From an optimization exercise on the open Yosys and OpenROAD flow, aimed at small area and a short achievable clock period; shortcuts taken in it are not production practice.
RTL that was checked went through simulation tests only; none was proved equivalent to the original.
Only the layout flow was run in run 1; the RTL was not checked for function there.
No activity file was given, so power comes from the tool's default toggle rates.

==> flow/design.v (outline; a module is shown in full before it is edited, if it fits) <==
// module fmul_unpack: 74 lines
// module fmul_mant_mult: 1924 lines
// module fmul_add: 314 lines
// module fmul_norm_plan: 23 lines
// module fmul_normalize: 22 lines
// module fmul_round_pack: 39 lines
// module fmul_pipe: 117 lines
module fmul_pipe (
   input  wire        clk,
   input  wire        rst_n,
   input  wire        in_valid,
   input  wire [31:0] a,
   input  wire [31:0] b,
   output wire        out_valid,
   output wire [31:0] y,
   output wire        ovf
);
  // ...
==> flow/run.sh <==
#!/bin/bash
# synth_recipe.tcl (not shown) runs the flow's synth.tcl, then flattens the netlist and writes it again
# the make line also repeats each setting of config.mk as NAME=value (left out here)
make -C /OpenROAD-flow-scripts/flow DESIGN_CONFIG=/design/flow/config.mk WORK_HOME=/design/flow/orfs CLKGATE_MAP_FILE= SYNTH_SCRIPT=/design/flow/synth_recipe.tcl finish
==> flow/config.mk <==
export PLATFORM = sky130hd
export DESIGN_NAME = fmul_pipe
export DESIGN_NICKNAME = fmul_pipe
export VERILOG_FILES = /design/flow/design.v
export SDC_FILE = /design/flow/constraint.sdc
export NUM_CORES = 4
export LEC_CHECK = 0
export ABC_AREA = 1
export CAP_MARGIN = 20
export CORE_MARGIN = 2
export CORE_UTILIZATION = 40
export SLEW_MARGIN = 20
==> flow/constraint.sdc <==
create_clock -name core_clock -period 7.5 [get_ports {clk}]
set_input_delay 1.5000 -clock core_clock [delete_from_list [all_inputs] [get_ports {clk}]]
set_output_delay 1.5000 -clock core_clock [all_outputs]
set_load 0.01 [all_outputs]
==> summary.txt, run 1 <==
Outcome
  • Outcome: no timing/DRC/antenna violations

Timing
  • Fmax: roughly 150 MHz
  • Hold Vio Cnt, Final: 0
  • Setup_tns: 0 ns

Routing
  • Max layer used: met5
  • Iteration-0 DRC count of the detailed router: 1888
  • DRT met1 WL: ~32000 µm

Finish
  • Max reg flops: 48
  • Seq area share: 0.199
  • Final net count: approximately 3.6k
  • Biggest register: s2_r0
  • Register Area: approximately 5500 µm²
  • Post-layout util: 0.444
  • Fill cell count: around 6.4k

Logic synthesis
  • Most common library cells after synthesis: inv_1, nand2_1, xor2_1
  • Post-synth EDFFs: 0
  • Netlist cell types: 57
  • Post-synth top area cell: fa_1
  • Post-synthesis mux area share: 0.00281

Floorplan
  • Die X: about 260 µm

GRT
  • Vias in the first global route: 20.6k

Critical path
  • Critical Path RT: 6.00 ns
  • R2R setup slack: roughly 2.9 ns
  • CP Capture Point: y[2]

Min path
  • Hold crit path type: reg -> reg

Clock network
  • Post-cts resize count: 0
  • CTS Buf Count: 31

Power
  • Sw Pwr: 6.01 mW
  • Combinational power: a little over 8 mW
==> module fmul_normalize, before the edit <==
module fmul_normalize (
   input  wire [47:0] r0,
   input  wire [47:0] r1,
   input  wire        normal,
   input  wire [5:0]  sh,
   input  wire        sh_out,
   output wire [24:0] mant,      
   output wire        up         
);
   wire [47:0] p;
   fmul_add u_add (.a(r0), .b(r1), .s(p));
   wire [48:0] l0 = {p, 1'b0};
   wire [48:0] l5 = sh[5] ? {32'd0, l0[48:32]} : l0;
   wire [40:0] l4 = sh[4] ? {8'd0, l5[48:16]} : l5[40:0];
   wire [32:0] l3 = sh[3] ? l4[40:8] : l4[32:0];
   wire [28:0] l2 = sh[2] ? l3[32:4] : l3[28:0];
   wire [26:0] l1 = sh[1] ? l2[28:2] : l2[26:0];
   wire [25:0] w0 = sh[0] ? l1[26:1] : l1[25:0];
   wire [25:0] win = sh_out ? 26'd0 : w0;
   assign up   = normal & win[25];
   assign mant = up ? win[25:1] : win[24:0];
endmodule
==> module fmul_pipe, before the edit <==
module fmul_pipe (
   input  wire        clk,
   input  wire        rst_n,
   input  wire        in_valid,
   input  wire [31:0] a,
   input  wire [31:0] b,
   output wire        out_valid,
   output wire [31:0] y,
   output wire        ovf
);
   wire [23:0] u_ma;
   wire [12:0] u_one;
   wire [11:0] u_two, u_neg;
   wire [8:0]  u_esum;
   wire [4:0]  u_lz;
   wire        u_sign, u_special, u_quiet, u_zero;
   fmul_unpack u_unpack (
      .a(a), .b(b),
      .ma(u_ma), .b_one(u_one), .b_two(u_two), .b_neg(u_neg),
      .esum(u_esum), .lz(u_lz),
      .sign(u_sign), .special(u_special), .quiet(u_quiet), .zero(u_zero)
   );
   reg         s1_valid;
   reg  [23:0] s1_ma;
   reg  [12:0] s1_one;
   reg  [11:0] s1_two, s1_neg;
   reg  [12:0] s1_one_n;         
   reg  [11:0] s1_two_n, s1_neg_n;
   reg  [8:0]  s1_esum;
   reg  [4:0]  s1_lz;
   reg         s1_sign, s1_special, s1_quiet, s1_zero;
   always @(posedge clk or negedge rst_n)
      if (!rst_n) s1_valid <= 1'b0;
      else        s1_valid <= in_valid;
   always @(posedge clk) begin
      s1_ma      <= u_ma;
      s1_one     <= u_one;
      s1_two     <= u_two;
      s1_neg     <= u_neg;
      s1_one_n   <= ~u_one;
      s1_two_n   <= ~u_two;
      s1_neg_n   <= ~u_neg;
      s1_esum    <= u_esum;
      s1_lz      <= u_lz;
      s1_sign    <= u_sign;
      s1_special <= u_special;
      s1_quiet   <= u_quiet;
      s1_zero    <= u_zero;
   end
   wire [47:0] m_r0, m_r1;
   wire        p_normal, p_sh_out;
   wire [5:0]  p_sh;
   wire [7:0]  p_ebase;
   wire [3:0]  p_ge;
   fmul_mant_mult u_mult (
      .a(s1_ma), .one(s1_one), .two(s1_two), .neg(s1_neg),
      .one_n(s1_one_n), .two_n(s1_two_n), .neg_n(s1_neg_n), .r0(m_r0), .r1(m_r1)
   );
   fmul_norm_plan u_plan (
      .esum(s1_esum), .lz(s1_lz), .special(s1_special), .zero(s1_zero),
      .normal(p_normal), .sh(p_sh), .sh_out(p_sh_out), .ebase(p_ebase), .ge(p_ge)
   );
   reg         s2_valid;
   reg  [47:0] s2_r0, s2_r1;
   reg         s2_normal, s2_sh_out;
   reg  [5:0]  s2_sh;
   reg  [7:0]  s2_ebase;
   reg  [3:0]  s2_ge;
   reg         s2_sign, s2_special, s2_quiet;
   always @(posedge clk or negedge rst_n)
      if (!rst_n) s2_valid <= 1'b0;
      else        s2_valid <= s1_valid;
   always @(posedge clk) begin
      s2_r0      <= m_r0;
      s2_r1      <= m_r1;
      s2_normal  <= p_normal;
      s2_sh      <= p_sh;
      s2_sh_out  <= p_sh_out;
      s2_ebase   <= p_ebase;
      s2_ge      <= p_ge;
      s2_sign    <= s1_sign;
      s2_special <= s1_special;
      s2_quiet   <= s1_quiet;
   end
   wire [24:0] n_mant;
   wire        n_up;
   fmul_normalize u_norm (
      .r0(s2_r0), .r1(s2_r1), .normal(s2_normal), .sh(s2_sh), .sh_out(s2_sh_out),
      .mant(n_mant), .up(n_up)
   );
   reg         s3_valid;
   reg  [24:0] s3_mant;
   reg         s3_up;
   reg  [7:0]  s3_ebase;
   reg  [3:0]  s3_ge;
   reg         s3_sign, s3_special, s3_quiet;
   always @(posedge clk or negedge rst_n)
      if (!rst_n) s3_valid <= 1'b0;
      else        s3_valid <= s2_valid;
   always @(posedge clk) begin
      s3_mant    <= n_mant;
      s3_up      <= n_up;
      s3_ebase   <= s2_ebase;
      s3_ge      <= s2_ge;
      s3_sign    <= s2_sign;
      s3_special <= s2_special;
      s3_quiet   <= s2_quiet;
   end
   wire r_ovf;
   fmul_round_pack u_round (
      .mant(s3_mant), .up(s3_up), .ebase(s3_ebase), .ge(s3_ge),
      .sign(s3_sign), .special(s3_special), .quiet(s3_quiet),
      .y(y), .ovf(r_ovf)
   );
   assign out_valid = s3_valid;
   assign ovf       = s3_valid & r_ovf;
endmodule
==> run 2: changes to the inputs <==
--- a/flow/design.v
+++ b/flow/design.v
@@ -99,17 +99,18 @@
    input  wire [23:0] a,
    input  wire [12:0] one,
    input  wire [11:0] two,
    input  wire [11:0] neg,
    input  wire [12:0] one_n,
    input  wire [11:0] two_n,
    input  wire [11:0] neg_n,
    output wire [47:0] r0,
-   output wire [47:0] r1
+   output wire [47:0] r1,
+   output wire [47:0] r2
 );
    wire pp0_0;
    wire pp0_1;
    wire pp0_2;
    wire pp0_3;
    wire pp0_4;
    wire pp0_5;
    wire pp0_6;
@@ -917,108 +918,16 @@
    wire fs216;
    wire fc216;
    wire fs217;
    wire fc217;
    wire fs218;
    wire fc218;
    wire fs219;
    wire fc219;
-   wire hs20;
-   wire hc20;
-   wire hs21;
-   wire hc21;
-   wire fs220;
-   wire fc220;
-   wire fs221;
-   wire fc221;
-   wire fs222;
-   wire fc222;
-   wire fs223;
-   wire fc223;
-   wire fs224;
-   wire fc224;
-   wire fs225;
-   wire fc225;
-   wire fs226;
-   wire fc226;
-   wire fs227;
-   wire fc227;
-   wire fs228;
-   wire fc228;
-   wire fs229;
-   wire fc229;
-   wire fs230;
-   wire fc230;
-   wire fs231;
-   wire fc231;
-   wire fs232;
-   wire fc232;
-   wire fs233;
-   wire fc233;
-   wire fs234;
-   wire fc234;
-   wire fs235;
-   wire fc235;
-   wire fs236;
-   wire fc236;
-   wire fs237;
-   wire fc237;
-   wire fs238;
-   wire fc238;
-   wire fs239;
-   wire fc239;
-   wire fs240;
-   wire fc240;
-   wire fs241;
-   wire fc241;
-   wire fs242;
-   wire fc242;
-   wire fs243;
-   wire fc243;
-   wire fs244;
-   wire fc244;
-   wire fs245;
-   wire fc245;
-   wire fs246;
-   wire fc246;
-   wire fs247;
-   wire fc247;
-   wire fs248;
-   wire fc248;
-   wire fs249;
-   wire fc249;
-   wire fs250;
-   wire fc250;
-   wire fs251;
-   wire fc251;
-   wire fs252;
-   wire fc252;
-   wire fs253;
-   wire fc253;
-   wire fs254;
-   wire fc254;
-   wire fs255;
-   wire fc255;
-   wire fs256;
-   wire fc256;
-   wire fs257;
-   wire fc257;
-   wire fs258;
-   wire fc258;
-   wire fs259;
-   wire fc259;
-   wire fs260;
-   wire fc260;
-   wire fs261;
-   wire fc261;
-   wire fs262;
-   wire fc262;
-   wire fs263;
-   wire fc263;
    assign pp0_0 = ((one[0] & a[0])) ^ neg[0];
    assign pp0_1 = ((one[0] & a[1]) | (two[0] & a[0])) ^ neg[0];
    assign pp0_2 = ((one[0] & a[2]) | (two[0] & a[1])) ^ neg[0];
    assign pp0_3 = ((one[0] & a[3]) | (two[0] & a[2])) ^ neg[0];
    assign pp0_4 = ((one[0] & a[4]) | (two[0] & a[3])) ^ neg[0];
    assign pp0_5 = ((one[0] & a[5]) | (two[0] & a[4])) ^ neg[0];
    assign pp0_6 = ((one[0] & a[6]) | (two[0] & a[5])) ^ neg[0];
    assign pp0_7 = ((one[0] & a[7]) | (two[0] & a[6])) ^ neg[0];
@@ -1825,204 +1734,160 @@
    assign fs216 = kc9 ^ fc176 ^ fc177;
    assign fc216 = (kc9 & fc176) | (kc9 & fc177) | (fc176 & fc177);
    assign fs217 = pp11_21 ^ pp12_19 ^ fc178;
    assign fc217 = (pp11_21 & pp12_19) | (pp11_21 & fc178) | (pp12_19 & fc178);
    assign fs218 = pp11_22 ^ pp12_20 ^ kc10;
    assign fc218 = (pp11_22 & pp12_20) | (pp11_22 & kc10) | (pp12_20 & kc10);
    assign fs219 = neg_n[10] ^ pp10_24 ^ pp11_23;
    assign fc219 = (neg_n[10] & pp10_24) | (neg_n[10] & pp11_23) | (pp10_24 & pp11_23);
-   assign hs20 = neg[1] ^ pp0_2;
-   assign hc20 = neg[1] & pp0_2;
-   assign hs21 = pp0_3 ^ pp1_1;
-   assign hc21 = pp0_3 & pp1_1;
-   assign fs220 = pp1_2 ^ pp2_0 ^ hs18;
-   assign fc220 = (pp1_2 & pp2_0) | (pp1_2 & hs18) | (pp2_0 & hs18);
-   assign fs221 = pp2_1 ^ hc18 ^ hs19;
-   assign fc221 = (pp2_1 & hc18) | (pp2_1 & hs19) | (hc18 & hs19);
-   assign fs222 = hc19 ^ hs14 ^ fs180;
-   assign fc222 = (hc19 & hs14) | (hc19 & fs180) | (hs14 & fs180);
-   assign fs223 = hs15 ^ fc180 ^ fs181;
-   assign fc223 = (hs15 & fc180) | (hs15 & fs181) | (fc180 & fs181);
-   assign fs224 = fs112 ^ fc181 ^ fs182;
-   assign fc224 = (fs112 & fc181) | (fs112 & fs182) | (fc181 & fs182);
-   assign fs225 = fs113 ^ fc182 ^ fs183;
-   assign fc225 = (fs113 & fc182) | (fs113 & fs183) | (fc182 & fs183);
-   assign fs226 = fc183 ^ fs115 ^ fs184;
-   assign fc226 = (fc183 & fs115) | (fc183 & fs184) | (fs115 & fs184);
-   assign fs227 = fs117 ^ fc184 ^ fs185;
-   assign fc227 = (fs117 & fc184) | (fs117 & fs185) | (fc184 & fs185);
-   assign fs228 = fs119 ^ fc185 ^ fs186;
-   assign fc228 = (fs119 & fc185) | (fs119 & fs186) | (fc185 & fs186);
-   assign fs229 = fs121 ^ fc186 ^ fs187;
-   assign fc229 = (fs121 & fc186) | (fs121 & fs187) | (fc186 & fs187);
-   assign fs230 = fs123 ^ fc187 ^ fs188;
-   assign fc230 = (fs123 & fc187) | (fs123 & fs188) | (fc187 & fs188);
-   assign fs231 = fs125 ^ fc188 ^ fs189;
-   assign fc231 = (fs125 & fc188) | (fs125 & fs189) | (fc188 & fs189);
-   assign fs232 = fc189 ^ fs127 ^ fs190;
-   assign fc232 = (fc189 & fs127) | (fc189 & fs190) | (fs127 & fs190);
-   assign fs233 = fc190 ^ fs129 ^ fs191;
-   assign fc233 = (fc190 & fs129) | (fc190 & fs191) | (fs129 & fs191);
-   assign fs234 = fs131 ^ fc191 ^ fs192;
-   assign fc234 = (fs131 & fc191) | (fs131 & fs192) | (fc191 & fs192);
-   assign fs235 = fs133 ^ fc192 ^ fs193;
-   assign fc235 = (fs133 & fc192) | (fs133 & fs193) | (fc192 & fs193);
-   assign fs236 = fs135 ^ fc193 ^ fs194;
-   assign fc236 = (fs135 & fc193) | (fs135 & fs194) | (fc193 & fs194);
-   assign fs237 = fs137 ^ fc194 ^ fs195;
-   assign fc237 = (fs137 & fc194) | (fs137 & fs195) | (fc194 & fs195);
-   assign fs238 = fs139 ^ fc195 ^ fs196;
-   assign fc238 = (fs139 & fc195) | (fs139 & fs196) | (fc195 & fs196);
-   assign fs239 = fs141 ^ fc196 ^ fs197;
-   assign fc239 = (fs141 & fc196) | (fs141 & fs197) | (fc196 & fs197);
-   assign fs240 = fs143 ^ fc197 ^ fs198;
-   assign fc240 = (fs143 & fc197) | (fs143 & fs198) | (fc197 & fs198);
-   assign fs241 = fs145 ^ fc198 ^ fs199;
-   assign fc241 = (fs145 & fc198) | (fs145 & fs199) | (fc198 & fs199);
-   assign fs242 = fs147 ^ fc199 ^ fs200;
-   assign fc242 = (fs147 & fc199) | (fs147 & fs200) | (fc199 & fs200);
-   assign fs243 = fs149 ^ fc200 ^ fs201;
-   assign fc243 = (fs149 & fc200) | (fs149 & fs201) | (fc200 & fs201);
-   assign fs244 = fs151 ^ fc201 ^ fs202;
-   assign fc244 = (fs151 & fc201) | (fs151 & fs202) | (fc201 & fs202);
-   assign fs245 = fs153 ^ fc202 ^ fs203;
-   assign fc245 = (fs153 & fc202) | (fs153 & fs203) | (fc202 & fs203);
-   assign fs246 = fs155 ^ fc203 ^ fs204;
-   assign fc246 = (fs155 & fc203) | (fs155 & fs204) | (fc203 & fs204);
-   assign fs247 = fs157 ^ fc204 ^ fs205;
-   assign fc247 = (fs157 & fc204) | (fs157 & fs205) | (fc204 & fs205);
-   assign fs248 = fs159 ^ fc205 ^ fs206;
-   assign fc248 = (fs159 & fc205) | (fs159 & fs206) | (fc205 & fs206);
-   assign fs249 = fs161 ^ fc206 ^ fs207;
-   assign fc249 = (fs161 & fc206) | (fs161 & fs207) | (fc206 & fs207);
-   assign fs250 = fs163 ^ fc207 ^ fs208;
-   assign fc250 = (fs163 & fc207) | (fs163 & fs208) | (fc207 & fs208);
-   assign fs251 = fs165 ^ fs209 ^ fc208;
-   assign fc251 = (fs165 & fs209) | (fs165 & fc208) | (fs209 & fc208);
-   assign fs252 = fc165 ^ fs210 ^ fc209;
-   assign fc252 = (fc165 & fs210) | (fc165 & fc209) | (fs210 & fc209);
-   assign fs253 = fs169 ^ fc210 ^ fs211;
-   assign fc253 = (fs169 & fc210) | (fs169 & fs211) | (fc210 & fs211);
-   assign fs254 = fs171 ^ fc211 ^ fs212;
-   assign fc254 = (fs171 & fc211) | (fs171 & fs212) | (fc211 & fs212);
-   assign fs255 = fs173 ^ fc212 ^ fs213;
-   assign fc255 = (fs173 & fc212) | (fs173 & fs213) | (fc212 & fs213);
-   assign fs256 = fs175 ^ fc213 ^ fs214;
-   assign fc256 = (fs175 & fc213) | (fs175 & fs214) | (fc213 & fs214);
-   assign fs257 = fc175 ^ fs215 ^ fc214;
-   assign fc257 = (fc175 & fs215) | (fc175 & fc214) | (fs215 & fc214);
-   assign fs258 = fs178 ^ fc215 ^ fs216;
-   assign fc258 = (fs178 & fc215) | (fs178 & fs216) | (fc215 & fs216);
-   assign fs259 = fs179 ^ fc216 ^ fs217;
-   assign fc259 = (fs179 & fc216) | (fs179 & fs217) | (fc216 & fs217);
-   assign fs260 = fc179 ^ fs218 ^ fc217;
-   assign fc260 = (fc179 & fs218) | (fc179 & fc217) | (fs218 & fc217);
-   assign fs261 = pp12_21 ^ fc218 ^ fs219;
-   assign fc261 = (pp12_21 & fc218) | (pp12_21 & fs219) | (fc218 & fs219);
-   assign fs262 = pp12_22 ^ kc11 ^ fc219;
-   assign fc262 = (pp12_22 & kc11) | (pp12_22 & fc219) | (kc11 & fc219);
-   assign fs263 = neg_n[11] ^ pp11_24 ^ pp12_23;
-   assign fc263 = (neg_n[11] & pp11_24) | (neg_n[11] & pp12_23) | (pp11_24 & pp12_23);
    assign r0[0] = neg[0];
    assign r1[0] = pp0_0;
+   assign r2[0] = 1'b0;
    assign r0[1] = pp0_1;
    assign r1[1] = 1'b0;
-   assign r0[2] = pp1_0;
-   assign r1[2] = hs20;
-   assign r0[3] = hc20;
-   assign r1[3] = hs21;
-   assign r0[4] = hc21;
-   assign r1[4] = fs220;
-   assign r0[5] = fc220;
-   assign r1[5] = fs221;
-   assign r0[6] = fc221;
-   assign r1[6] = fs222;
-   assign r0[7] = fc222;
-   assign r1[7] = fs223;
-   assign r0[8] = fc223;
-   assign r1[8] = fs224;
-   assign r0[9] = fc224;
-   assign r1[9] = fs225;
-   assign r0[10] = fc225;
-   assign r1[10] = fs226;
-   assign r0[11] = fc226;
-   assign r1[11] = fs227;
-   assign r0[12] = fc227;
-   assign r1[12] = fs228;
-   assign r0[13] = fc228;
-   assign r1[13] = fs229;
-   assign r0[14] = fc229;
-   assign r1[14] = fs230;
-   assign r0[15] = fc230;
-   assign r1[15] = fs231;
-   assign r0[16] = fc231;
-   assign r1[16] = fs232;
-   assign r0[17] = fc232;
-   assign r1[17] = fs233;
-   assign r0[18] = fc233;
-   assign r1[18] = fs234;
-   assign r0[19] = fc234;
-   assign r1[19] = fs235;
-   assign r0[20] = fc235;
-   assign r1[20] = fs236;
-   assign r0[21] = fc236;
-   assign r1[21] = fs237;
-   assign r0[22] = fc237;
-   assign r1[22] = fs238;
-   assign r0[23] = fc238;
-   assign r1[23] = fs239;
-   assign r0[24] = fc239;
-   assign r1[24] = fs240;
-   assign r0[25] = fc240;
-   assign r1[25] = fs241;
-   assign r0[26] = fc241;
-   assign r1[26] = fs242;
-   assign r0[27] = fc242;
-   assign r1[27] = fs243;
-   assign r0[28] = fc243;
-   assign r1[28] = fs244;
-   assign r0[29] = fc244;
-   assign r1[29] = fs245;
-   assign r0[30] = fc245;
-   assign r1[30] = fs246;
-   assign r0[31] = fc246;
-   assign r1[31] = fs247;
-   assign r0[32] = fc247;
-   assign r1[32] = fs248;
-   assign r0[33] = fc248;
-   assign r1[33] = fs249;
-   assign r0[34] = fc249;
-   assign r1[34] = fs250;
-   assign r0[35] = fc250;
-   assign r1[35] = fs251;
-   assign r0[36] = fs252;
-   assign r1[36] = fc251;
-   assign r0[37] = fs253;
-   assign r1[37] = fc252;
-   assign r0[38] = fc253;
-   assign r1[38] = fs254;
-   assign r0[39] = fc254;
-   assign r1[39] = fs255;
-   assign r0[40] = fc255;
-   assign r1[40] = fs256;
-   assign r0[41] = fs257;
-   assign r1[41] = fc256;
-   assign r0[42] = fs258;
-   assign r1[42] = fc257;
-   assign r0[43] = fc258;
-   assign r1[43] = fs259;
-   assign r0[44] = fc259;
-   assign r1[44] = fs260;
-   assign r0[45] = fs261;
-   assign r1[45] = fc260;
-   assign r0[46] = fc261;
-   assign r1[46] = fs262;
-   assign r0[47] = fs263;
-   assign r1[47] = fc262;
+   assign r2[1] = 1'b0;
+   assign r0[2] = neg[1];
+   assign r1[2] = pp0_2;
+   assign r2[2] = pp1_0;
+   assign r0[3] = pp0_3;
+   assign r1[3] = pp1_1;
+   assign r2[3] = 1'b0;
+   assign r0[4] = pp1_2;
+   assign r1[4] = pp2_0;
+   assign r2[4] = hs18;
+   assign r0[5] = pp2_1;
+   assign r1[5] = hc18;
+   assign r2[5] = hs19;
+   assign r0[6] = hc19;
+   assign r1[6] = hs14;
+   assign r2[6] = fs180;
+   assign r0[7] = hs15;
+   assign r1[7] = fc180;
+   assign r2[7] = fs181;
+   assign r0[8] = fs112;
+   assign r1[8] = fc181;
+   assign r2[8] = fs182;
+   assign r0[9] = fs113;
+   assign r1[9] = fc182;
+   assign r2[9] = fs183;
+   assign r0[10] = fc183;
+   assign r1[10] = fs115;
+   assign r2[10] = fs184;
+   assign r0[11] = fs117;
+   assign r1[11] = fc184;
+   assign r2[11] = fs185;
+   assign r0[12] = fs119;
+   assign r1[12] = fc185;
+   assign r2[12] = fs186;
+   assign r0[13] = fs121;
+   assign r1[13] = fc186;
+   assign r2[13] = fs187;
+   assign r0[14] = fs123;
+   assign r1[14] = fc187;
+   assign r2[14] = fs188;
+   assign r0[15] = fs125;
+   assign r1[15] = fc188;
+   assign r2[15] = fs189;
+   assign r0[16] = fc189;
+   assign r1[16] = fs127;
+   assign r2[16] = fs190;
+   assign r0[17] = fc190;
+   assign r1[17] = fs129;
+   assign r2[17] = fs191;
+   assign r0[18] = fs131;
+   assign r1[18] = fc191;
+   assign r2[18] = fs192;
+   assign r0[19] = fs133;
+   assign r1[19] = fc192;
+   assign r2[19] = fs193;
+   assign r0[20] = fs135;
+   assign r1[20] = fc193;
+   assign r2[20] = fs194;
+   assign r0[21] = fs137;
+   assign r1[21] = fc194;
+   assign r2[21] = fs195;
+   assign r0[22] = fs139;
+   assign r1[22] = fc195;
+   assign r2[22] = fs196;
+   assign r0[23] = fs141;
+   assign r1[23] = fc196;
+   assign r2[23] = fs197;
+   assign r0[24] = fs143;
+   assign r1[24] = fc197;
+   assign r2[24] = fs198;
+   assign r0[25] = fs145;
+   assign r1[25] = fc198;
+   assign r2[25] = fs199;
+   assign r0[26] = fs147;
+   assign r1[26] = fc199;
+   assign r2[26] = fs200;
+   assign r0[27] = fs149;
+   assign r1[27] = fc200;
+   assign r2[27] = fs201;
+   assign r0[28] = fs151;
+   assign r1[28] = fc201;
+   assign r2[28] = fs202;
+   assign r0[29] = fs153;
+   assign r1[29] = fc202;
+   assign r2[29] = fs203;
+   assign r0[30] = fs155;
+   assign r1[30] = fc203;
+   assign r2[30] = fs204;
+   assign r0[31] = fs157;
+   assign r1[31] = fc204;
+   assign r2[31] = fs205;
+   assign r0[32] = fs159;
+   assign r1[32] = fc205;
+   assign r2[32] = fs206;
+   assign r0[33] = fs161;
+   assign r1[33] = fc206;
+   assign r2[33] = fs207;
+   assign r0[34] = fs163;
+   assign r1[34] = fc207;
+   assign r2[34] = fs208;
+   assign r0[35] = fs165;
+   assign r1[35] = fs209;
+   assign r2[35] = fc208;
+   assign r0[36] = fc165;
+   assign r1[36] = fs210;
+   assign r2[36] = fc209;
+   assign r0[37] = fs169;
+   assign r1[37] = fc210;
+   assign r2[37] = fs211;
+   assign r0[38] = fs171;
+   assign r1[38] = fc211;
+   assign r2[38] = fs212;
+   assign r0[39] = fs173;
+   assign r1[39] = fc212;
+   assign r2[39] = fs213;
+   assign r0[40] = fs175;
+   assign r1[40] = fc213;
+   assign r2[40] = fs214;
+   assign r0[41] = fc175;
+   assign r1[41] = fs215;
+   assign r2[41] = fc214;
+   assign r0[42] = fs178;
+   assign r1[42] = fc215;
+   assign r2[42] = fs216;
+   assign r0[43] = fs179;
+   assign r1[43] = fc216;
+   assign r2[43] = fs217;
+   assign r0[44] = fc179;
+   assign r1[44] = fs218;
+   assign r2[44] = fc217;
+   assign r0[45] = pp12_21;
+   assign r1[45] = fc218;
+   assign r2[45] = fs219;
+   assign r0[46] = pp12_22;
+   assign r1[46] = kc11;
+   assign r2[46] = fc219;
+   assign r0[47] = neg_n[11];
+   assign r1[47] = pp11_24;
+   assign r2[47] = pp12_23;
 endmodule
 `default_nettype wire
 `default_nettype none
 module fmul_add (
    input  wire [47:0] a,
    input  wire [47:0] b,
    output wire [47:0] s
 );
@@ -2355,27 +2220,34 @@
    assign ebase  = normal ? em2[7:0] : 8'd0;
    assign ge[0]  = normal & (em2[8:0] >= 9'd255);
    assign ge[1]  = normal & (em2[8:0] >= 9'd254);
    assign ge[2]  = normal & (em2[8:0] >= 9'd253);
    assign ge[3]  = normal & (em2[8:0] >= 9'd252);
    assign sh     = normal ? {1'b0, 5'd23 - lz} : tf[5:0];
    assign sh_out = ~normal & (|tf[9:6]);
 endmodule
-module fmul_normalize (
+module fmul_sum (
    input  wire [47:0] r0,
    input  wire [47:0] r1,
+   input  wire [47:0] r2,
+   output wire [47:0] p
+);
+   wire [47:0] s = r0 ^ r1 ^ r2;
+   wire [47:0] c = (r0 & r1) | (r0 & r2) | (r1 & r2);
+   fmul_add u_add (.a(s), .b({c[46:0], 1'b0}), .s(p));
+endmodule
+module fmul_normalize (
+   input  wire [47:0] p,
    input  wire        normal,
    input  wire [5:0]  sh,
    input  wire        sh_out,
    output wire [24:0] mant,      
    output wire        up         
 );
-   wire [47:0] p;
-   fmul_add u_add (.a(r0), .b(r1), .s(p));
    wire [48:0] l0 = {p, 1'b0};
    wire [48:0] l5 = sh[5] ? {32'd0, l0[48:32]} : l0;
    wire [40:0] l4 = sh[4] ? {8'd0, l5[48:16]} : l5[40:0];
    wire [32:0] l3 = sh[3] ? l4[40:8] : l4[32:0];
    wire [28:0] l2 = sh[2] ? l3[32:4] : l3[28:0];
    wire [26:0] l1 = sh[1] ? l2[28:2] : l2[26:0];
    wire [25:0] w0 = sh[0] ? l1[26:1] : l1[25:0];
    wire [25:0] win = sh_out ? 26'd0 : w0;
@@ -2426,19 +2298,19 @@
 `default_nettype wire
 `default_nettype none
 module fmul_pipe (
    input  wire        clk,
    input  wire        rst_n,
    input  wire        in_valid,
    input  wire [31:0] a,
    input  wire [31:0] b,
-   output wire        out_valid,
-   output wire [31:0] y,
-   output wire        ovf
+   output reg         out_valid,
+   output reg  [31:0] y,
+   output reg         ovf
 );
    wire [23:0] u_ma;
    wire [12:0] u_one;
    wire [11:0] u_two, u_neg;
    wire [8:0]  u_esum;
    wire [4:0]  u_lz;
    wire        u_sign, u_special, u_quiet, u_zero;
    fmul_unpack u_unpack (
@@ -2469,77 +2341,111 @@
       s1_neg_n   <= ~u_neg;
       s1_esum    <= u_esum;
       s1_lz      <= u_lz;
       s1_sign    <= u_sign;
       s1_special <= u_special;
       s1_quiet   <= u_quiet;
       s1_zero    <= u_zero;
    end
-   wire [47:0] m_r0, m_r1;
+   wire [47:0] m_r0, m_r1, m_r2;
    wire        p_normal, p_sh_out;
    wire [5:0]  p_sh;
    wire [7:0]  p_ebase;
    wire [3:0]  p_ge;
    fmul_mant_mult u_mult (
       .a(s1_ma), .one(s1_one), .two(s1_two), .neg(s1_neg),
-      .one_n(s1_one_n), .two_n(s1_two_n), .neg_n(s1_neg_n), .r0(m_r0), .r1(m_r1)
+      .one_n(s1_one_n), .two_n(s1_two_n), .neg_n(s1_neg_n),
+      .r0(m_r0), .r1(m_r1), .r2(m_r2)
    );
    fmul_norm_plan u_plan (
       .esum(s1_esum), .lz(s1_lz), .special(s1_special), .zero(s1_zero),
       .normal(p_normal), .sh(p_sh), .sh_out(p_sh_out), .ebase(p_ebase), .ge(p_ge)
    );
    reg         s2_valid;
-   reg  [47:0] s2_r0, s2_r1;
+   reg  [47:0] s2_r0, s2_r1, s2_r2;
    reg         s2_normal, s2_sh_out;
    reg  [5:0]  s2_sh;
    reg  [7:0]  s2_ebase;
    reg  [3:0]  s2_ge;
    reg         s2_sign, s2_special, s2_quiet;
    always @(posedge clk or negedge rst_n)
       if (!rst_n) s2_valid <= 1'b0;
       else        s2_valid <= s1_valid;
    always @(posedge clk) begin
       s2_r0      <= m_r0;
       s2_r1      <= m_r1;
+      s2_r2      <= m_r2;
       s2_normal  <= p_normal;
       s2_sh      <= p_sh;
       s2_sh_out  <= p_sh_out;
       s2_ebase   <= p_ebase;
       s2_ge      <= p_ge;
       s2_sign    <= s1_sign;
       s2_special <= s1_special;
       s2_quiet   <= s1_quiet;
    end
-   wire [24:0] n_mant;
-   wire        n_up;
-   fmul_normalize u_norm (
-      .r0(s2_r0), .r1(s2_r1), .normal(s2_normal), .sh(s2_sh), .sh_out(s2_sh_out),
-      .mant(n_mant), .up(n_up)
-   );
+   wire [47:0] a_p;
+   fmul_sum u_sum (.r0(s2_r0), .r1(s2_r1), .r2(s2_r2), .p(a_p));
    reg         s3_valid;
-   reg  [24:0] s3_mant;
-   reg         s3_up;
+   reg  [47:0] s3_p;
+   reg         s3_normal, s3_sh_out;
+   reg  [5:0]  s3_sh;
    reg  [7:0]  s3_ebase;
    reg  [3:0]  s3_ge;
    reg         s3_sign, s3_special, s3_quiet;
    always @(posedge clk or negedge rst_n)
       if (!rst_n) s3_valid <= 1'b0;
       else        s3_valid <= s2_valid;
    always @(posedge clk) begin
-      s3_mant    <= n_mant;
-      s3_up      <= n_up;
+      s3_p       <= a_p;
+      s3_normal  <= s2_normal;
+      s3_sh      <= s2_sh;
+      s3_sh_out  <= s2_sh_out;
       s3_ebase   <= s2_ebase;
       s3_ge      <= s2_ge;
       s3_sign    <= s2_sign;
       s3_special <= s2_special;
       s3_quiet   <= s2_quiet;
    end
-   wire r_ovf;
+   wire [24:0] n_mant;
+   wire        n_up;
+   fmul_normalize u_norm (
+      .p(s3_p), .normal(s3_normal), .sh(s3_sh), .sh_out(s3_sh_out),
+      .mant(n_mant), .up(n_up)
+   );
+   reg         s4_valid;
+   reg  [24:0] s4_mant;
+   reg         s4_up;
+   reg  [7:0]  s4_ebase;
+   reg  [3:0]  s4_ge;
+   reg         s4_sign, s4_special, s4_quiet;
+   always @(posedge clk or negedge rst_n)
+      if (!rst_n) s4_valid <= 1'b0;
+      else        s4_valid <= s3_valid;
+   always @(posedge clk) begin
+      s4_mant    <= n_mant;
+      s4_up      <= n_up;
+      s4_ebase   <= s3_ebase;
+      s4_ge      <= s3_ge;
+      s4_sign    <= s3_sign;
+      s4_special <= s3_special;
+      s4_quiet   <= s3_quiet;
+   end
+   wire [31:0] r_y;
+   wire        r_ovf;
    fmul_round_pack u_round (
-      .mant(s3_mant), .up(s3_up), .ebase(s3_ebase), .ge(s3_ge),
-      .sign(s3_sign), .special(s3_special), .quiet(s3_quiet),
-      .y(y), .ovf(r_ovf)
+      .mant(s4_mant), .up(s4_up), .ebase(s4_ebase), .ge(s4_ge),
+      .sign(s4_sign), .special(s4_special), .quiet(s4_quiet),
+      .y(r_y), .ovf(r_ovf)
    );
-   assign out_valid = s3_valid;
-   assign ovf       = s3_valid & r_ovf;
+   always @(posedge clk or negedge rst_n)
+      if (!rst_n) begin
+         out_valid <= 1'b0;
+         ovf       <= 1'b0;
+      end else begin
+         out_valid <= s4_valid;
+         ovf       <= s4_valid & r_ovf;
+      end
+   always @(posedge clk)
+      y <= r_y;
 endmodule
 `default_nettype wire
==> flow/config.mk (replaced) <==
export PLATFORM = sky130hd
export DESIGN_NAME = fmul_pipe
export DESIGN_NICKNAME = fmul_pipe
export VERILOG_FILES = /design/flow/design.v
export SDC_FILE = /design/flow/constraint.sdc
export NUM_CORES = 4
export LEC_CHECK = 0
export CAP_MARGIN = 20
export CORE_MARGIN = 2
export CORE_UTILIZATION = 60
export SLEW_MARGIN = 20
==> summary.txt, run 2 <==
Min path
  • Hold crit path type: reg -> reg (unchanged)

Logic synthesis
  • Top FF cell, synth: dfxtp_1 (unchanged)
  • Sequential share of the synthesized area: 0.304 (was 0.219)
  • FF+latch count, synth: 427 (was 276)
  • Syn nets: 3385 (was 3583)
  • Netlist cell types: 67 (was 57)
  • Largest family of logic cells by synthesized area: adder cells (unchanged)
  • Post-synth top area cell: dfxtp_1 (was fa_1)
  • Synth Area in Compound Gates: 0.128 (was 0.125)
  • Synth Warn #: 2 (unchanged)
  • Syn avg cell area: 9.60 µm² (was 8.07 µm²)
  • Mapped Cells: 2943 (was 3140)
  • Synth Area in XOR/XNOR: 0.119 (was 0.116)
  • Post-Synth Adder-Cell Area: 0.242 (was 0.270)
  • Async S/R FF share, synth: 0.0141 (was 0.0109)
  • Most common cell in the synthesized netlist: dfxtp_1 (was inv_1)
  • Most common library cells after synthesis: dfxtp_1, inv_1, fa_1 (was inv_1, nand2_1, xor2_1)
  • Post-synth EDFFs: 0 (unchanged)
  • Top cells by area, synth: dfxtp_1, fa_1, xnor2_1, inv_1, xor2_1 (was fa_1, dfxtp_1, xor2_1, inv_1, o22ai_1)
  • Post-synthesis mux area share: 0.0377 (was 0.00281)
  • Post-Syn Area: 28200 µm² (was 25300 µm²)
  • Synth Area in Simple Gates: 0.0886 (was 0.144)
  • Post-synth top area share: 0.298 (was 0.226)

Critical path
  • R2R setup slack: 3.22 ns (was 2.86 ns)
  • Endpoint type of the worst setup path: flip-flop (was output pin)
  • Critical Path RT: 7.95 ns (was 6.00 ns)
  • Crit-path max FO: 4 (was 24)
  • Kind of critical path: reg -> reg (was reg -> out)
  • Crit start category: flip-flop (unchanged)
  • Worst EP arrival: 4.73 ns (was 4.98 ns)

Routing
  • Vias: 21.2k (was 20.6k)
  • Number of iterations in the first detailed-routing pass: 7 (was 5)
  • Avg Vias per Cell: 5.96 (was 5.16)
  • DR WL/cell: 22.8 µm (was 18.4 µm)
  • Detailed-route DRC error count: 0 (unchanged)
  • Iteration-0 DRC count of the detailed router: 2674 (was 1888)
  • Final wirelength: 80800 µm (was 73400 µm)
  • DRT antenna net count: 0 (unchanged)

Power
  • PD cells: 468 nW/µm² (was 439 nW/µm²)
  • Leakage: 13.4 nW (was 13.5 nW)
  • VDD IR max: 0.600 mV (was 0.195 mV)

Floorplan
  • Core area: 46600 µm² (was 62900 µm²)
  • Total number of placement rows: 79 (was 92)
  • I/O pin count: 101 (unchanged)
  • Die height: 221 µm (was 256 µm)
  • Initial core utilization: 0.607 (was 0.403)
  • DIE AREA: 48800 µm² (was 65400 µm²)
  • Die X: 221 µm (was 256 µm)

Clock network
  • # clock sinks: 427 (was 276)
  • H-tree depth: 2 (was 1)
  • TritonCTS clock tree: done (unchanged)
  • CTS Buf Count: 44 (was 31)
  • CTS Buffer Depth: 3 (unchanged)
  • Count of hold-fix buffers inserted at cts: 0 (unchanged)
  • Post-cts resize count: 0 (unchanged)
  • Root Driver: clkbuf_16 (unchanged)
  • CTS clk-pin slew, worst paths: 0.06 ns (about the same)
  • Worst-Skew Late Latency: 0.60 ns (was 0.61 ns)
  • Post-CTS setup buffer count: 0 (unchanged)

GRT
  • Total GRT Usage: 0.330 (was 0.223)
  • Vias in the first global route: 21.2k (was 20.6k)
  • Largest net degree at the start of global routing: 43 (was 33)
  • First-pass GRT wire length: 125000 µm (was 116000 µm)
  • Gr ovfl total: 0 (unchanged)
  • Initial antenna violation count: 3 (was 0)

Timing
  • Clock skew: 0.0277 ns (was 0.0214 ns)
  • Setup_tns: 0 ns (unchanged)
  • Count of pins over their slew limit: 0 (unchanged)
  • Relative slew slack: 0.256 (was 0.261)
  • Final Cycle Share: 0.570 (was 0.864)
  • Worst Max-Slew Pin Slew: 1.11 ns (about the same)
  • RSZ-0062 raised after global routing: false (unchanged)
  • Period minus WS final: 4.28 ns (was 6.48 ns)
  • Fmax: 234 MHz (was 154 MHz)
  • Hold Vio Cnt, Final: 0 (unchanged)
  • Final setup fails: 0 (unchanged)

Finish
  • Final net count: 3350 (was 3563)
  • Most common cell after layout, fill and taps aside: dfxtp_1 (was inv_1)
  • Share of cells above drive strength 1: 0.0507 (was 0.0541)
  • Commonest cells after routing, fill and taps aside: dfxtp_1, inv_1, fa_1 (was inv_1, nand2_1, xor2_1)
  • Register Area: 8580 µm² (was 5540 µm²)
  • Synth-to-Final Area Change: 9.23% (was 9.99%)
  • Fill cell count: 3705 (was 6401)
  • Biggest regs: s2_r0 x48, s3_p x48, s2_r1 x47 (was s2_r0 x48, s2_r1 x47, s3_mant x25)
  • Post-layout util: 0.663 (was 0.444)
  • Multi-input gate area: 17400 µm² (was 16700 µm²)

Placement
  • IO buf count: 100 (unchanged)
  • HPWL after DPL: 61100 µm (was 56900 µm)
  • GPL Wtd Cong: 1.06 (was 0.934)

Flow run
  • Max Cap Viol: 0 (unchanged)

Outcome
  • Outcome: no timing/DRC/antenna violations (unchanged)
==> run 2: cell types whose count changed after synthesis, moves of 30 or more <==
cell,delta
nand2_1,-264
mux2i_1,+53
and2_1,+33
xor2_1,-178
inv_1,-207
xnor2_1,+225
o21ai_0,+30
dfxtp_1,+148
o21ai_1,-33
a22oi_1,+154
o22ai_1,-168
nand3_1,-131
clkbuf_1,+56
nor2b_1,+33
==> run 2: cells by family (layout without fill, tap and decap cells) <==
family | count (synthesis) | after routing
and+or+nand+nor | 524 | 524
xor gates and xnor gates | 384 | 384
adders and majority gates | 375 | 375
other | 0 | 1
DFF | 427 | 427
AOI/OAI and AO/OA | 541 | 541
muxes | 92 | 92
buffers and inverters | 600 | 598
==> run 2: cell type report <==
| type | instances | area share |
|---|---|---|
| Antenna cell | 1 | 0.0000811 |
| Clock buffer | 63 | 0.0412 |
| Clock inverter | 16 | 0.00564 |
| Inverter | 391 | 0.0476 |
| Multi-Input combinational cell | 1916 | 0.564 |
| Sequential cell | 427 | 0.278 |
| Tap cell | 607 | 0.0246 |
| Timing Repair Buffer | 128 | 0.0393 |
==> run 2: power by group <==
part	internal, mW	switching, mW	leakage (nW)
logic	3.55	4.92	9.12
registers	3.20	0.593	3.60
clock network	1.26	0.915	0.706
total	8.00	6.43	13.4
==> run 2: worst paths after layout <==
check | to | start | cells after the start
max | s3_p[38]$_DFF_P_ | s2_r0[5]$_DFF_P_ | 13
max reg2reg | s3_p[38]$_DFF_P_ | s2_r0[5]$_DFF_P_ | 13
min in group asynchronous | s1_valid$_DFF_PN0_ | rst_n | 1
max in group asynchronous | s4_valid$_DFF_PN0_ | rst_n | 1
min | s4_ebase[2]$_DFF_P_ | s3_ebase[2]$_DFF_P_ | 0
min reg2reg | s4_ebase[2]$_DFF_P_ | s3_ebase[2]$_DFF_P_ | 0
==> run 2: worst max-delay path, stage by stage, from the launching register on <==
cell and delay [ns]:
dfxtp_1 0.31, inv_1 0.05, fa_1 0.54, inv_1 0.05
ha_1 0.30, nor2_1 0.06, a2111oi_0 0.52, a221o_1 0.41
nand4_1 0.29, a21boi_0 0.49, a31o_2 0.31, a2111oi_0 0.12
nor3_1 0.25, fa_1 0.45
==> run 2: metal layers <==
layer / track usage / part of all wire / vias up
met5: 0 / 0.00016 / -
met2: 0.489 / 0.43 / 1185
met3: 0.100 / 0.12 / 148
li1: - / - / 9547
met1: 0.473 / 0.43 / 10300
met4: 0.0842 / 0.027 / 2
==> run 2: per-stage QoR <==
step / hold slack, ns / power (mW) / instances / instance area (µm²) / worst slack, ns
global route: 0.330 / 15.6 / 3548 / 30800 / 2.84
floorplan: 0.310 / 9.12 / 2943 / 28200 / 3.64
CTS: 0.325 / 14.3 / 3548 / 30800 / 3.25
detailed placement: 0.312 / 12.1 / 3469 / 29400 / 2.66
global placement: 0.312 / 11.8 / 3469 / 29400 / 2.68
finish: 0.325 / 14.4 / 3549 / 30900 / 3.22
==> run 3: changes to the inputs <==
--- a/flow/config.mk
+++ b/flow/config.mk
@@ -5,6 +5,7 @@
 export SDC_FILE = /design/flow/constraint.sdc
 export NUM_CORES = 4
 export LEC_CHECK = 0
+export ABC_AREA = 1
 export CAP_MARGIN = 20
 export CORE_MARGIN = 2
 export CORE_UTILIZATION = 60
==> summary.txt, run 3 <==
GRT
  • First-pass GRT wire length: 122000 µm (was 125000 µm)
  • Initial antenna violation count: 0 (was 3)
  • Vias in the first global route: 23.0k (was 21.2k)
  • Gr ovfl total: 0 (unchanged)
  • Total GRT Usage: 0.317 (was 0.330)
  • Largest net degree at the start of global routing: 50 (was 43)

Critical path
  • Critical Path RT: 8.01 ns (was 7.95 ns)
  • Register-to-Register Path Depth: 22 (was 13)
  • Most frequent CP cell: nor2_1
  • Crit-path max FO: 8 (was 4)
  • Slowest stage delay, CP: 0.56 ns (was 0.54 ns)
  • Worst path slowest cell: nor2_1 (was fa_1)
  • Crit path cell chain: clkdlybuf4s50_1 > or4_1 > nor2_1 > or2_2 > ha_1 > inv_1 > fa_1 > o21ai_0 > a21oi_1 > nor2_1 > nor2_1 > o21ai_0 > a21o_1 (was inv_1 > fa_1 > inv_1 > ha_1 > nor2_1 > a2111oi_0 > a221o_1 > nand4_1 > a21boi_0 > a31o_2 > a2111oi_0 > nor3_1 > fa_1)
  • Kind of critical path: in -> reg (was reg -> reg)
  • Worst EP arrival: 4.69 ns (was 4.73 ns)
  • Crit Reg-Reg Endpoint: y[6]$_DFF_P_ (was s3_p[38]$_DFF_P_)
  • Endpoint type of the worst setup path: flip-flop (unchanged)
  • R2R Path Start: s4_mant[3]$_DFF_P_ (was s2_r0[5]$_DFF_P_)
  • CP startpoint: b[30] (was s2_r0[5]$_DFF_P_)
  • Crit start category: primary input (was flip-flop)
  • R2R setup slack: 3.51 ns (was 3.22 ns)

Power
  • Comb power frac: 0.569 (was 0.587)
  • Internal power: 7.49 mW (was 8.00 mW)
  • Clk pwr share: 0.157 (was 0.151)
  • Total power: 13.5 mW (was 14.4 mW)
  • Sw Pwr: 5.98 mW (was 6.43 mW)
  • Sw Share: 0.444 (was 0.446)
  • Leakage: 14.7 nW (was 13.4 nW)
  • Reg power frac: 0.274 (was 0.263)
  • VDD IR max: 0.513 mV (was 0.600 mV)
  • PD cells: 438 nW/µm² (was 468 nW/µm²)

Logic synthesis
  • Most common library cells after synthesis: inv_1, dfxtp_1, nand2_1 (was dfxtp_1, inv_1, fa_1)
  • Synth Warn #: 2 (unchanged)
  • Synth Area in Simple Gates: 0.114 (was 0.0886)
  • Post-Syn Area: 28200 µm² (about the same)
  • Top FF cell, synth: dfxtp_1 (unchanged)
  • Syn avg cell area: 8.71 µm² (was 9.60 µm²)
  • Async S/R FF share, synth: 0.0141 (unchanged)
  • Post-synthesis mux area share: 0.00501 (was 0.0377)
  • FF+latch count, synth: 427 (unchanged)
  • Mapped Cells: 3243 (was 2943)
  • Post-synth top area cell: dfxtp_1 (unchanged)
  • Synth Area in XOR/XNOR: 0.108 (was 0.119)
  • Sequential share of the synthesized area: 0.304 (about the same)
  • Post-synth top area share: 0.298 (about the same)
  • Largest family of logic cells by synthesized area: adder cells (unchanged)
  • Syn nets: 3685 (was 3385)
  • Post-Synth Adder-Cell Area: 0.242 (about the same)
  • Top cells by area, synth: dfxtp_1, fa_1, xor2_1, inv_1, o22ai_1 (was dfxtp_1, fa_1, xnor2_1, inv_1, xor2_1)
  • Post-synth EDFFs: 0 (unchanged)
  • Synth Area in Compound Gates: 0.119 (was 0.128)
  • Most common cell in the synthesized netlist: inv_1 (was dfxtp_1)
  • Netlist cell types: 64 (was 67)

Outcome
  • Outcome: no timing/DRC/antenna violations (unchanged)

Finish
  • Cell area after layout: 30800 µm² (was 30900 µm²)
  • Commonest cells after routing, fill and taps aside: inv_1, dfxtp_1, nand2_1 (was dfxtp_1, inv_1, fa_1)
  • Share of cells above drive strength 1: 0.0552 (was 0.0507)
  • Biggest regs: s2_r0 x48, s3_p x48, s2_r1 x47 (unchanged)
  • Synth-to-Final Area Change: 8.99% (was 9.23%)
  • Final net count: 3671 (was 3350)
  • Diode count: 0 (was 1)
  • Most common cell after layout, fill and taps aside: inv_1 (was dfxtp_1)

Clock network
  • H-tree depth: 2 (unchanged)
  • CTS Buffer Depth: 3 (unchanged)
  • CTS clk-pin slew, worst paths: 0.07 ns (was 0.06 ns)
  • Post-CTS setup buffer count: 0 (unchanged)
  • Post-cts resize count: 0 (unchanged)
  • Count of hold-fix buffers inserted at cts: 0 (unchanged)
  • CTS Buf Count: 42 (was 44)
  • TritonCTS clock tree: done (unchanged)
  • # clock sinks: 427 (unchanged)
  • Root Driver: clkbuf_16 (unchanged)
  • Worst-Skew Late Latency: 0.58 ns (was 0.60 ns)

Routing
  • DR WL/cell: 19.9 µm (was 22.8 µm)
  • Vias: 21.9k (was 21.2k)
  • Final wirelength: 76900 µm (was 80800 µm)
  • Iteration-0 DRC count of the detailed router: 1956 (was 2674)
  • Detailed-route DRC error count: 0 (unchanged)
  • DRT antenna net count: 0 (unchanged)
  • Number of iterations in the first detailed-routing pass: 6 (was 7)
  • Avg Vias per Cell: 5.68 (was 5.96)

Timing
  • Period minus WS final: 4.18 ns (was 4.28 ns)
  • Setup_tns: 0 ns (unchanged)
  • Hold Vio Cnt, Final: 0 (unchanged)
  • RSZ-0062 raised after global routing: false (unchanged)
  • Worst Max-Slew Pin Slew: 1.12 ns (was 1.11 ns)
  • Clock skew: 0.0236 ns (was 0.0277 ns)
  • Final setup fails: 0 (unchanged)
  • Count of pins over their slew limit: 0 (unchanged)
  • Final Cycle Share: 0.557 (was 0.570)
  • Relative slew slack: 0.250 (was 0.256)
  • Fmax: 239 MHz (was 234 MHz)

Floorplan
  • DIE AREA: 48800 µm² (about the same)
  • I/O pin count: 101 (unchanged)
  • Core area: 46600 µm² (unchanged)
  • Die X: 221 µm (about the same)
  • Total number of placement rows: 79 (unchanged)
  • Die height: 221 µm (about the same)
  • Initial core utilization: 0.607 (about the same)

Min path
  • HP Start: s3_ebase[1]$_DFF_P_ (was s3_ebase[2]$_DFF_P_)
  • Hold endpoint: s4_ebase[1]$_DFF_P_ (was s4_ebase[2]$_DFF_P_)
  • Hold crit path type: reg -> reg (unchanged)
  • Hold path depth: 0 (unchanged)

Placement
  • GPL Wtd Cong: 0.992 (was 1.06)
  • HPWL after DPL: 59400 µm (was 61100 µm)
  • Area after DPL: 29400 µm² (about the same)
  • IO buf count: 100 (unchanged)

Flow run
  • Max Cap Viol: 0 (unchanged)
[run 3: power by group through the flow]
| stage | Clock, mW | Combinational [mW] | Sequential, mW |
|---|---|---|---|
| CTS | 2.16 | 7.69 | 3.69 |
| global route | 2.24 | 8.76 | 3.76 |
| finish | 2.12 | 7.66 | 3.69 |
| global placement | 0 | 7.36 | 3.71 |
| detailed placement | 0 | 7.62 | 3.73 |
| floorplan | 0 | 5.39 | 3.53 |
[run 3: layout make-up]
type	instances	area (µm²)
multi-input combinational	2020	16600
fill	3834	15800
sequential	427	8580
inverter	626	2360
clock buffer	58	1200
timing repair buffer	112	1100
tap	607	759
clock inverter	16	198
[run 3: routing by layer]
layer / global-route usage / vias to the layer above / routed length (µm)
met1: 0.407 / 10600 / 31700
met4: 0.128 / 0 / 3110
met3: 0.0651 / 201 / 6390
met5: 0 / - / 0
li1: - / 10200 / -
met2: 0.524 / 927 / 35700
[run 3: stage by stage]
stage	worst slack, ns	hold WS (ns)	util	cells
final	3.32	0.321	0.661	3866
after global routing	3.06	0.331	0.661	3866
after CTS	3.29	0.322	0.661	3865
after detailed placement	2.68	0.312	0.631	3791
after global placement	2.67	0.311	0.631	3791
after floorplan	3.68	0.310	-	3243
[run 3: how the worst max path moves through the flow]
stage	end	slack [ns]	cells after the start
floorplan	s1_esum[8]$_DFF_P_	3.68	12
finish	s1_esum[8]$_DFF_P_	3.32	13
CTS	s1_esum[8]$_DFF_P_	3.29	13
global route	y[6]$_DFF_P_	3.06	22
global placement	s1_esum[8]$_DFF_P_	2.67	13
detailed placement	s1_esum[8]$_DFF_P_	2.68	13
[run 3: cells by family after synthesis]
family / after synthesis
compound gates: 566
fa+ha+maj: 375
mux: 14
simple gates: 717
buf+inv: 796
xor+xnor: 348
flops: 427
[run 3: critical path: cells and delay by family]
family	cells	cell delay, ns
and+or+nand+nor	5	1.47
buffers and inverters	2	0.51
AOI/OAI and AO/OA	4	0.65
adders and majority gates	2	0.55

==> port drivers added, routing unchanged <==
How much do the figures lean on ideal ports? The routed layouts below were timed once more, with nothing changed but the port constraints.
Step 1 (the two cells are an assumption about what drives the block):
set clk [get_ports {clk}]
set_driving_cell -lib_cell sky130_fd_sc_hd__clkbuf_16 $clk
set_driving_cell -lib_cell sky130_fd_sc_hd__buf_2 [delete_from_list [all_inputs] $clk]
Step 2 times the ports against the registers' clock, not the clock port: input delays grow and output delays shrink by t, the midpoint of the rising clock arrivals with the driver on.
a / b / c = ideal / step 1 / step 2; a / b = the first two.
run	t (ns)	slack for setup (ns)	worst hold slack (ns)	slew at the worst register clock pin (ns)	worst data-port slew with drivers (ns)
run 1	0.651	1.021 / 0.965 / 1.616	0.318 / 0.318 / 0.318	0.08 / 0.08	0.04
run 2	0.641	3.223 / 3.223 / 2.660	0.325 / 0.325 / 0.325	0.07 / 0.07	0.05
run 3	0.632	3.325 / 3.357 / 2.725	0.321 / 0.321 / 0.321	0.07 / 0.07	0.04
After both steps setup and hold are still met in every run listed. For run 3, which loses most, drivers alone change the setup slack by +0.032 ns; drivers and shift together by -0.600 ns.
